Context: an optimization exercise on an open-source flow, tuned for small area, a short achievable clock period and few clock cycles per item. The choices shown serve that exercise and are no tape-out recipe.
The RTL was checked by simulation tests, not by an equivalence proof against the original design.

==> flow/design.v (outline; a module is shown in full before it is edited, if it fits) <==
// module arr_mult_fa: 10 lines
// module arr_mult_ha: 9 lines
// module arr_multiplier_pipe: 3495 lines
module arr_multiplier_pipe #(
  parameter int INPUT_BIT_SIZE = 32,
  parameter int STAGES         = 4
) (
  input  logic                          Clk,
  input  logic                          Reset,
  input  logic                          InValid,
  output logic                          InReady,
  input  logic [INPUT_BIT_SIZE-1:0]     InA,
  input  logic [INPUT_BIT_SIZE-1:0]     InB,
  input  logic                          Signed,
  output logic                          OutValid,
  input  logic                          OutReady,
  output logic [2*INPUT_BIT_SIZE-1:0]   Out
);
  // ...
==> flow/run.sh <==
#!/bin/bash
# synth_recipe.tcl (not shown) runs the flow's synth.tcl, then flattens the netlist and writes it again
# the make line also repeats each setting of config.mk as NAME=value (left out here)
make -C /OpenROAD-flow-scripts/flow DESIGN_CONFIG=/design/flow/config.mk WORK_HOME=/design/flow/orfs CLKGATE_MAP_FILE= SYNTH_SCRIPT=/design/flow/synth_recipe.tcl finish
==> flow/config.mk <==
export PLATFORM = sky130hd
export DESIGN_NAME = arr_multiplier_pipe
export DESIGN_NICKNAME = arr_multiplier_pipe
export VERILOG_FILES = /design/flow/design.v
export SDC_FILE = /design/flow/constraint.sdc
export NUM_CORES = 4
export LEC_CHECK = 0
export ABC_AREA = 1
export CAP_MARGIN = 20
export CORE_MARGIN = 2
export CORE_UTILIZATION = 40
export SLEW_MARGIN = 20
export SYNTH_HIERARCHICAL = 1
export SYNTH_MINIMUM_KEEP_SIZE = 0
==> flow/constraint.sdc <==
create_clock -name core_clock -period 24.0 [get_ports {Clk}]
set_input_delay 4.8000 -clock core_clock [delete_from_list [all_inputs] [get_ports {Clk}]]
set_output_delay 4.8000 -clock core_clock [all_outputs]
set_load 0.01 [all_outputs]
==> impl_metrics.csv, run 1 <==
group,metric,value,unit
floorplan,num_tap_cells,1060,
detailed_routing,ant_nets,0,
sta,grt_setup_unrepaired,"no",
detailed_routing,wl_per_cell,24.52,um
placement,place_congestion,0.9053,
global_routing,grt_pass1_wl,155800,um
layout,final_cells,4097,
global_routing,grt_pass1_vias,25110,
sta,tns,0,ns
layout,inv_count,204,
clocking,clock_sink_count,325,
yosys,synthesis.nets,3708,
layout,layout_commonest_cell,"xor2_1",
setup_path,r2r-start,"b[17]$_DFFE_PP_",
sta,timing.hold.ws,0.4479,ns
setup_path,critPathBufInv,4,
yosys,synth_ff_type,"edfxtp_1",
sta,worst_slew_pin_slew,1.008,ns
layout,nets,3696,
setup_path,r2r_end,"m_y37$_DFFE_PP_",
setup_path,crit_family,"buffers and inverters",
sta,finalClockSkew,0.05955,ns
layout,num-fill-cells,7511,
hold_path,hold-path-cell-count,2,
outcome,status,"complete, no violations",
clocking,cts-root-buf,"clkbuf_16",
yosys,netlist_top_cells_area,"fa_1, edfxtp_1, xor2_1",
layout,buffers,223,
hold_path,hold_start,"k_b[25]$_DFF_P_",
yosys,yosys.area.top_type,"fa_1",
clocking,cts_tree,"done",
placement,port_buffers,134,
layout,multiInputGateArea,0.02199,mm^2
yosys,synth_fa_ha_area_frac,0.3498,
sta,finalCriticalPeriod,7.423,ns
setup_path,arrival,7.59,ns
detailed_routing,avgViaCountPerCell,5.807,
detailed_routing,met3_length,9972,um
layout,drive_gt1_frac,0.06223,
yosys,yosysWarnings,7,
Testbench counts, summed over its fixed seeds: cycles 12,024, items 12,000.
==> inputs of run 2 (changes only) <==
--- a/flow/design.v
+++ b/flow/design.v
@@ -40,51 +40,48 @@
   output logic                          InReady,
   input  logic [INPUT_BIT_SIZE-1:0]     InA,
   input  logic [INPUT_BIT_SIZE-1:0]     InB,
   input  logic                          Signed,
   output logic                          OutValid,
   input  logic                          OutReady,
   output logic [2*INPUT_BIT_SIZE-1:0]   Out
 );
-  logic        en;
-  logic        k_vl, r_vl, o_vl;
-  logic [31:0] k_a, k_b, a, b;
-  logic        k_s, s;
-  logic [63:0] prod, o_q;
-  assign en      = !o_vl || OutReady;
-  assign InReady = !k_vl;
+  logic        en, o_en;
+  logic        r_vl, o_vl, q_vl;
+  logic [31:0] a, b;
+  logic        s;
+  logic [63:0] prod, o_q, q_q;
   logic m_vl;
+  assign en      = !q_vl;
+  assign o_en    = !o_vl || OutReady;
+  assign InReady = en;
   always_ff @(posedge Clk or negedge Reset) begin
     if (!Reset) begin
-      k_vl <= 1'b0;
       r_vl <= 1'b0;
       m_vl <= 1'b0;
       o_vl <= 1'b0;
+      q_vl <= 1'b0;
     end else begin
-      k_vl <= !en && (k_vl || InValid);
       if (en) begin
-        r_vl <= k_vl || InValid;
+        r_vl <= InValid;
         m_vl <= r_vl;
-        o_vl <= m_vl;
       end
+      if (o_en) o_vl <= q_vl || m_vl;
+      q_vl <= !o_en && (q_vl || m_vl);
     end
   end
   always_ff @(posedge Clk) begin
-    if (!k_vl) begin
-      k_a <= InA;
-      k_b <= InB;
-      k_s <= Signed;
-    end
     if (en) begin
-      a   <= k_vl ? k_a : InA;
-      b   <= k_vl ? k_b : InB;
-      s   <= k_vl ? k_s : Signed;
-      o_q <= prod;
+      a <= InA;
+      b <= InB;
+      s <= Signed;
     end
+    if (!q_vl) q_q <= prod;
+    if (o_en) o_q <= q_vl ? q_q : prod;
   end
   assign Out      = o_q;
   assign OutValid = o_vl;
   logic [32:0] a33;
   logic [33:0] b34;
   logic [15:0] bone, btwo, bneg;
   logic        b16;
   assign a33 = {s & a[31], a};
==> impl_metrics.csv, run 2 <==
group,metric,value,unit
yosys,synthesis.nets,3633,
outcome,status,"complete, no violations",
yosys,yosys.area.top_type,"fa_1",
clocking,clock_sink_count,324,
sta,finalClockSkew,0.03119,ns
detailed_routing,ant_nets,0,
sta,post-route-period-util,0.2970,
yosys,yosys-top-cells-count,"xor2_1, o22ai_1, fa_1, edfxtp_1, nand2_1",
layout,layout_commonest_cell,"xor2_1",
placement,port_buffers,134,
job,drv_cap,0,
layout,drive_gt1_frac,0.06210,
global_routing,grt_pass1_wl,159100,um
layout,nets,3620,
detailed_routing,drc_errors,0,
layout,final_area,0.03614,mm^2
sta,grt_setup_unrepaired,"no",
sta,drv_slew,0,
floorplan,die_h,289.2,um
floorplan,die_w,289.2,um
yosys,synth_area,0.03254,mm^2
global_routing,gr-total-overflow,0,
yosys,syn_inst,2945,
clocking,clkTransAtPathRegs,0.05,ns
clocking,cts-root-buf,"clkbuf_16",
detailed_routing,wirelength,105300,um
hold_path,hold_class,"reg2reg",
yosys,synth_top_area_frac,0.3045,
sta,finalHoldViolations,0,
placement,dp_cells,3950,
clocking,cts_tree,"done",
sta,finalCriticalPeriod,7.127,ns
clocking,cts_resized,0,
yosys,yosysWarnings,7,
detailed_routing,wl_per_cell,26.19,um
layout,reg_top3,"o_q (64), q_q (64)",
detailed_routing,initialDrtViolationCount,2620,
global_routing,grt_pass1_vias,25500,
floorplan,die-area,0.08365,mm^2
yosys,syn_area_per_cell,11.05,um^2
detailed_routing,drtPass1Iterations,6,
clocking,holdBufCountCts,0,
setup_path,slowest_delay,0.68,ns
floorplan,row_count,104,
setup_path,crit_family,"buffers and inverters",
setup_path,worst-setup-path-type,"reg2out",
setup_path,path_max_fanout,69,
detailed_routing,vias,24030,
clocking,post-cts-setup-buffers,0,
setup_path,arrival,2.33,ns
setup_path,cp_cell_sequence,"inv_8 > clkdlybuf4s50_1",
global_routing,grt_usage,0.2538,
yosys,synth_edf_count,256,
floorplan,ios,135,
layout,layout_common_cells,"xor2_1, o22ai_1, fa_1",
yosys,netlist_top_cells_area,"fa_1, edfxtp_1, xor2_1",
yosys,async_reset_ff_frac,0.01235,
placement,dpl_cell_area,0.03489,mm^2
sta,tns,0,ns
setup_path,worst-endpoint-required,19.20,ns
setup_path,slowest_stage,"dfrtp_4",
floorplan,initial_core_util,0.4040,
yosys,seq_area_frac_synth,0.2787,
sta,worst_slew_pin_slew,1.224,ns
clocking,cts_buffer_depth,3,
sta,maxClockFrequency,140.3,MHz
floorplan,coreArea,0.08055,mm^2
global_routing,grt_max_degree,73,
layout,area_growth,11.07,%
placement,hpwl,71150,um
sta,setup_viol,0,
setup_path,cp-end-kind,"output pin",
layout,final_cells,4023,
placement,place_congestion,0.9545,
sta,relSlewSlack,0.1809,
clocking,numCtsBuffers,39,
yosys,ys_types,34,
yosys,ys_ff_latch,324,
yosys,yosysMostFrequentCell,"xor2_1",
clocking,htreeDepth,2,
detailed_routing,avgViaCountPerCell,5.973,
layout,diodes,0,
clocking,clk-insertion-delay-late,0.59,ns
global_routing,antenna_found_initial,1,
setup_path,start_kind,"flop",
yosys,synth_ff_type,"edfxtp_1",
setup_path,critPathBufInv,2,
-- run 2: changes by cell type in the layout (fill, tap and decap cells not counted), moves of 3 or more --
cell	change
inv_1	-14
clkinvlp_4	+4
xnor2_1	-10
o21ai_0	+47
clkbuf_8	+5
clkinv_2	-6
clkinv_1	-6
nand2_1	-97
inv_6	+3
xor2_1	+9
-- run 2: layout make-up --
type / instances / area (um^2)
clock buffer: 53 / 1089
clock inverter: 19 / 131.4
fill: 7345 / 44410
inverter: 186 / 705.7
multi-input combinational: 2159 / 21800
sequential: 324 / 9072
tap: 1060 / 1326
timing repair buffer: 222 / 2022
-- run 2: path summary, 6_finish.rpt --
path                                 start          endpoint  slack [ns]  cells past startpoint
setup / recovery            q_vl$_DFF_PN0_           InReady       16.87                      2
hold / removal             q_q[63]$_DFF_P_   q_q[63]$_DFF_P_        0.45                      2
setup reg to reg           b[15]$_DFFE_PN_   m_y37$_DFFE_PN_       17.73                     12
hold reg to reg            q_q[63]$_DFF_P_   q_q[63]$_DFF_P_        0.45                      2
max in group asynchronous            Reset    q_vl$_DFF_PN0_       19.35                      1
min in group asynchronous            Reset  o_vl$_DFFE_PN0P_        4.45                      1
-- run 2: Yosys stat by module, one instance, submodules excluded --
module	flip-flops and latches	copies in the design
arr_mult_fa	0	464
arr_mult_ha	0	46
arr_multiplier_pipe	324	1
-- run 2: layer usage --
metal	GRT usage	up-vias	share of wire	wire (um)
met3	0.07016	279	0.11	11520
met1	0.3414	12180	0.40	42510
met5	0.0005682	-	0.00012	13
met2	0.3836	1508	0.44	46100
met4	0.1121	2	0.049	5210
li1	-	10060	-	-
-- run 2: kinds of logic after synthesis --
group                    count (synthesis)  synth area share
XOR/XNOR                               543            0.1462
AO/OA/AOI/OAI                          658            0.1249
flip-flops                             324            0.2787
buffers and inverters                  462           0.05629
AND/OR/NAND/NOR                        339           0.04180
adder cells (fa/ha/maj)                619            0.3522
-- run 2: per-stage QoR --
step / setup WS (ns) / hold slack [ns] / util
floorplan: 13.09 / 0.4143 / -
global placement: 17.38 / 0.4370 / 0.4332
detailed placement: 17.38 / 0.4405 / 0.4332
CTS: 16.78 / 0.4543 / 0.4484
global route: 16.71 / 0.4634 / 0.4487
finish: 16.87 / 0.4497 / 0.4487
-- run 2: worst min-delay path: stages, from the launching register on --
cell and delay [ns]:
dfxtp_1 0.30, nand2_1 0.04, nand2_1 0.07
Testbench counts of run 2, summed over its fixed seeds: cycles 12,024, items 12,000.
==> inputs of run 3 (changes only) <==
==> flow/flow/run.sh (new file) <==
#!/bin/bash
# The standard layout, with two changes to how it is made:
#  - the input and output ports get sky130_fd_sc_hd__buf_2 buffers instead of the
#    buffer the resizer picks on its own (a slow delay cell);
#  - the resizer's timing repair aims for SETUP_SLACK_MARGIN ns of setup slack, so it
#    works on the paths that set the achieved period, not only on violations.
# The clock period, SDC and every other setting are the standard flow's.
set -euo pipefail
export SETUP_SLACK_MARGIN=${SETUP_SLACK_MARGIN_OVERRIDE:-18.0}
export BUFFER_PORTS_ARGS="-buffer_cell sky130_fd_sc_hd__buf_2"
bash standard.sh > standard.log 2>&1
==> flow/standard.sh (new file) <==
#!/bin/bash
# synth_recipe.tcl (not shown) runs the flow's synth.tcl, then flattens the netlist and writes it again
# the make line also repeats each setting of config.mk as NAME=value (left out here)
make -C /OpenROAD-flow-scripts/flow DESIGN_CONFIG=/design/flow/config.mk WORK_HOME=/design/flow/orfs CLKGATE_MAP_FILE= SYNTH_SCRIPT=/design/flow/synth_recipe.tcl "${@:-finish}"
removed: flow/run.sh
==> impl_metrics.csv, run 3 <==
group,metric,value,unit
outcome,status,"complete, no violations",
detailed_routing,drtPass1Iterations,6,
sta,post-route-period-util,0.2539,
yosys,seq_area_frac_synth,0.2787,
layout,final_cells,4039,
job,drv_cap,0,
hold_path,hold_class,"reg2reg",
floorplan,die-area,0.08365,mm^2
yosys,ys_types,34,
detailed_routing,drc_errors,0,
yosys,yosysWarnings,7,
layout,diodes,0,
layout,drive_gt1_frac,0.1121,
yosys,syn_inst,2945,
setup_path,path_max_fanout,2,
sta,worst_slew_pin_slew,1.015,ns
setup_path,worst-setup-path-type,"reg2out",
setup_path,slowest_stage,"dfrtp_4",
detailed_routing,vias,23550,
sta,grt_setup_unrepaired,"yes",
placement,hpwl,68670,um
sta,setup_viol,0,
clocking,cts_buffer_depth,3,
yosys,synthesis.nets,3633,
sta,finalHoldViolations,0,
yosys,yosys.area.top_type,"fa_1",
detailed_routing,ant_nets,0,
yosys,synth_fa_ha_area_frac,0.3522,
setup_path,start_kind,"flop",
detailed_routing,wl_per_cell,25.10,um
clocking,clk-insertion-delay-late,0.57,ns
placement,dp_slack,17.63,ns
sta,timing.final.ws_setup,17.91,ns
layout,nets,3636,
sta,finalCriticalPeriod,6.092,ns
sta,tns,0,ns
setup_path,arrival,1.29,ns
sta,finalClockSkew,0.01768,ns
clocking,clock_sink_count,324,
placement,dp_cells,3950,
hold_path,hold-path-cell-count,2,
clocking,cts_tree,"done",
global_routing,grt_pass1_wl,153500,um
layout,reg_top3,"o_q (64), q_q (64)",
yosys,synthSimpleGateAreaFrac,0.04180,
placement,place_congestion,0.9612,
yosys,synth_compound_area_frac,0.1249,
layout,num-fill-cells,7521,
yosys,synthMuxAreaShare,0,
setup_path,slowest_delay,0.54,ns
global_routing,gr-total-overflow,0,
sta,drv_slew,0,
global_routing,grt_max_degree,69,
layout,layout_commonest_cell,"xor2_1",
layout,layout_common_cells,"xor2_1, o22ai_1, fa_1",
setup_path,rr_worst_depth,13,
floorplan,ios,135,
yosys,synth_ff_type,"edfxtp_1",
global_routing,grt_usage,0.2451,
yosys,netlist_top_cells_area,"fa_1, edfxtp_1, xor2_1",
global_routing,antenna_found_initial,2,
floorplan,row_count,104,
setup_path,worst-endpoint-required,19.20,ns
yosys,async_reset_ff_frac,0.01235,
yosys,yosys-top-cells-count,"xor2_1, o22ai_1, fa_1, edfxtp_1, nand2_1",
global_routing,grt_pass1_vias,24250,
floorplan,initial_core_util,0.4040,
sta,maxClockFrequency,164.1,MHz
floorplan,die_h,289.2,um
layout,area_growth,9.574,%
floorplan,die_w,289.2,um
clocking,clkTransAtPathRegs,0.05,ns
detailed_routing,initialDrtViolationCount,2726,
yosys,synth_xor_xnor_area_share,0.1462,
placement,port_buffers,134,
yosys,synth_top_area_frac,0.3045,
yosys,synth_top_family_by_area,"adder cells",
clocking,cts-root-buf,"clkbuf_16",
yosys,ys_ff_latch,324,
sta,relSlewSlack,0.3232,
yosys,synth_area,0.03254,mm^2
detailed_routing,wirelength,101400,um
yosys,syn_area_per_cell,11.05,um^2
yosys,yosysMostFrequentCell,"xor2_1",
floorplan,coreArea,0.08055,mm^2
setup_path,cp_cell_sequence,"inv_16 > buf_6",
yosys,synth_edf_count,256,
clocking,htreeDepth,2,
clocking,numCtsBuffers,39,
detailed_routing,avgViaCountPerCell,5.830,
setup_path,cp-end-kind,"output pin",
-- run 3: final timing paths --
check	from	slack (ns)	to
max	q_vl$_DFF_PN0_	17.91	InReady
min	q_q[62]$_DFF_P_	0.45	q_q[62]$_DFF_P_
max reg2reg	b[21]$_DFFE_PN_	18.07	m_y37$_DFFE_PN_
min reg2reg	q_q[62]$_DFF_P_	0.45	q_q[62]$_DFF_P_
max in group asynchronous	Reset	19.83	q_vl$_DFF_PN0_
min in group asynchronous	Reset	4.03	r_vl$_DFFE_PN0N_
-- run 3: final cells by class --
cell class / instances / area [um^2] / area share
tap: 1060 / 1326 / 0.03720
inverter: 186 / 721.9 / 0.02025
clock inverter: 16 / 130.1 / 0.003650
timing repair buffer: 234 / 1493 / 0.04186
multi-input combinational: 2160 / 21800 / 0.6115
sequential: 324 / 9072 / 0.2544
timing repair inverter: 3 / 26.28 / 0.0007369
clock buffer: 56 / 1081 / 0.03032
-- run 3: kinds of logic after synthesis --
group / after synthesis
simple gates: 339
fa+ha+maj: 619
compound gates: 658
buf+inv: 462
xor+xnor: 543
flops: 324
-- run 3: per-layer routing --
metal / vias to the layer above / share of wire / global-route usage
met5: - / 0.000079 / 0.003977
met4: 2 / 0.042 / 0.09034
met3: 233 / 0.11 / 0.06677
met2: 1378 / 0.45 / 0.3740
met1: 11830 / 0.41 / 0.3338
li1: 10100 / - / -
-- run 3: per-stage QoR --
step	hold WS (ns)	utilization	area (um^2)
final	0.4488	0.4427	35660
after detailed placement	0.4375	0.4245	34190
after CTS	0.4526	0.4415	35570
after global routing	0.4796	0.4427	35660
after floorplan	0.4143	-	32570
after global placement	0.4330	0.4245	34190
-- run 3: worst max-delay path, delay by kind of cell, from the launching register on --
kind                   cells  cell delay (ns)
flip-flops                 1             0.54
buffers and inverters      2             0.18
-- run 3: Yosys stat by module (local to each module, per instance) --
module,times used,area [um^2],cells,flops+latches
arr_mult_fa,464,20.02,1,0
arr_multiplier_pipe,1,22680,2435,324
arr_mult_ha,46,12.51,1,0
-- run 3: what timing repair did --
item	CTS	global route
setup buffers	8	5
pin swaps	1	0
cloned	4	0
hold buffers	0	0
setup endpoints to repair	3	20
gates resized for setup	6	12

-- static timing again, ports no longer ideal --
The results above use ideal ports. As a check the final layouts listed here were re-extracted and re-timed, cells and wires unchanged.
Step 1 (the two cells are an assumption about what drives the block):
set clk [get_ports {Clk}]
set_driving_cell -lib_cell sky130_fd_sc_hd__clkbuf_16 $clk
set_driving_cell -lib_cell sky130_fd_sc_hd__buf_2 [delete_from_list [all_inputs] $clk]
Step 2 adds t to the input delays and takes it off the output delays; t is the mean of the earliest and latest rising clock arrival at the registers after step 1. Input paths then give back, and output paths get back, about the clock's delay inside the block.
Three values: no drivers, after step 1, after step 2; two values: the first two.
| run | shift t [ns] | setup WS [ns] | worst register clock-pin slew, ns |
|---|---|---|---|
| run 1 | 0.645 | 16.577 / 16.617 / 15.972 | 0.07 / 0.07 |
| run 2 | 0.641 | 16.873 / 16.803 / 17.445 | 0.07 / 0.07 |
| run 3 | 0.632 | 17.908 / 17.840 / 17.886 | 0.07 / 0.07 |
After both steps setup and hold are still met in every run listed. For run 1, which loses most, drivers alone change the setup slack by +0.040 ns; drivers and shift together by -0.605 ns.
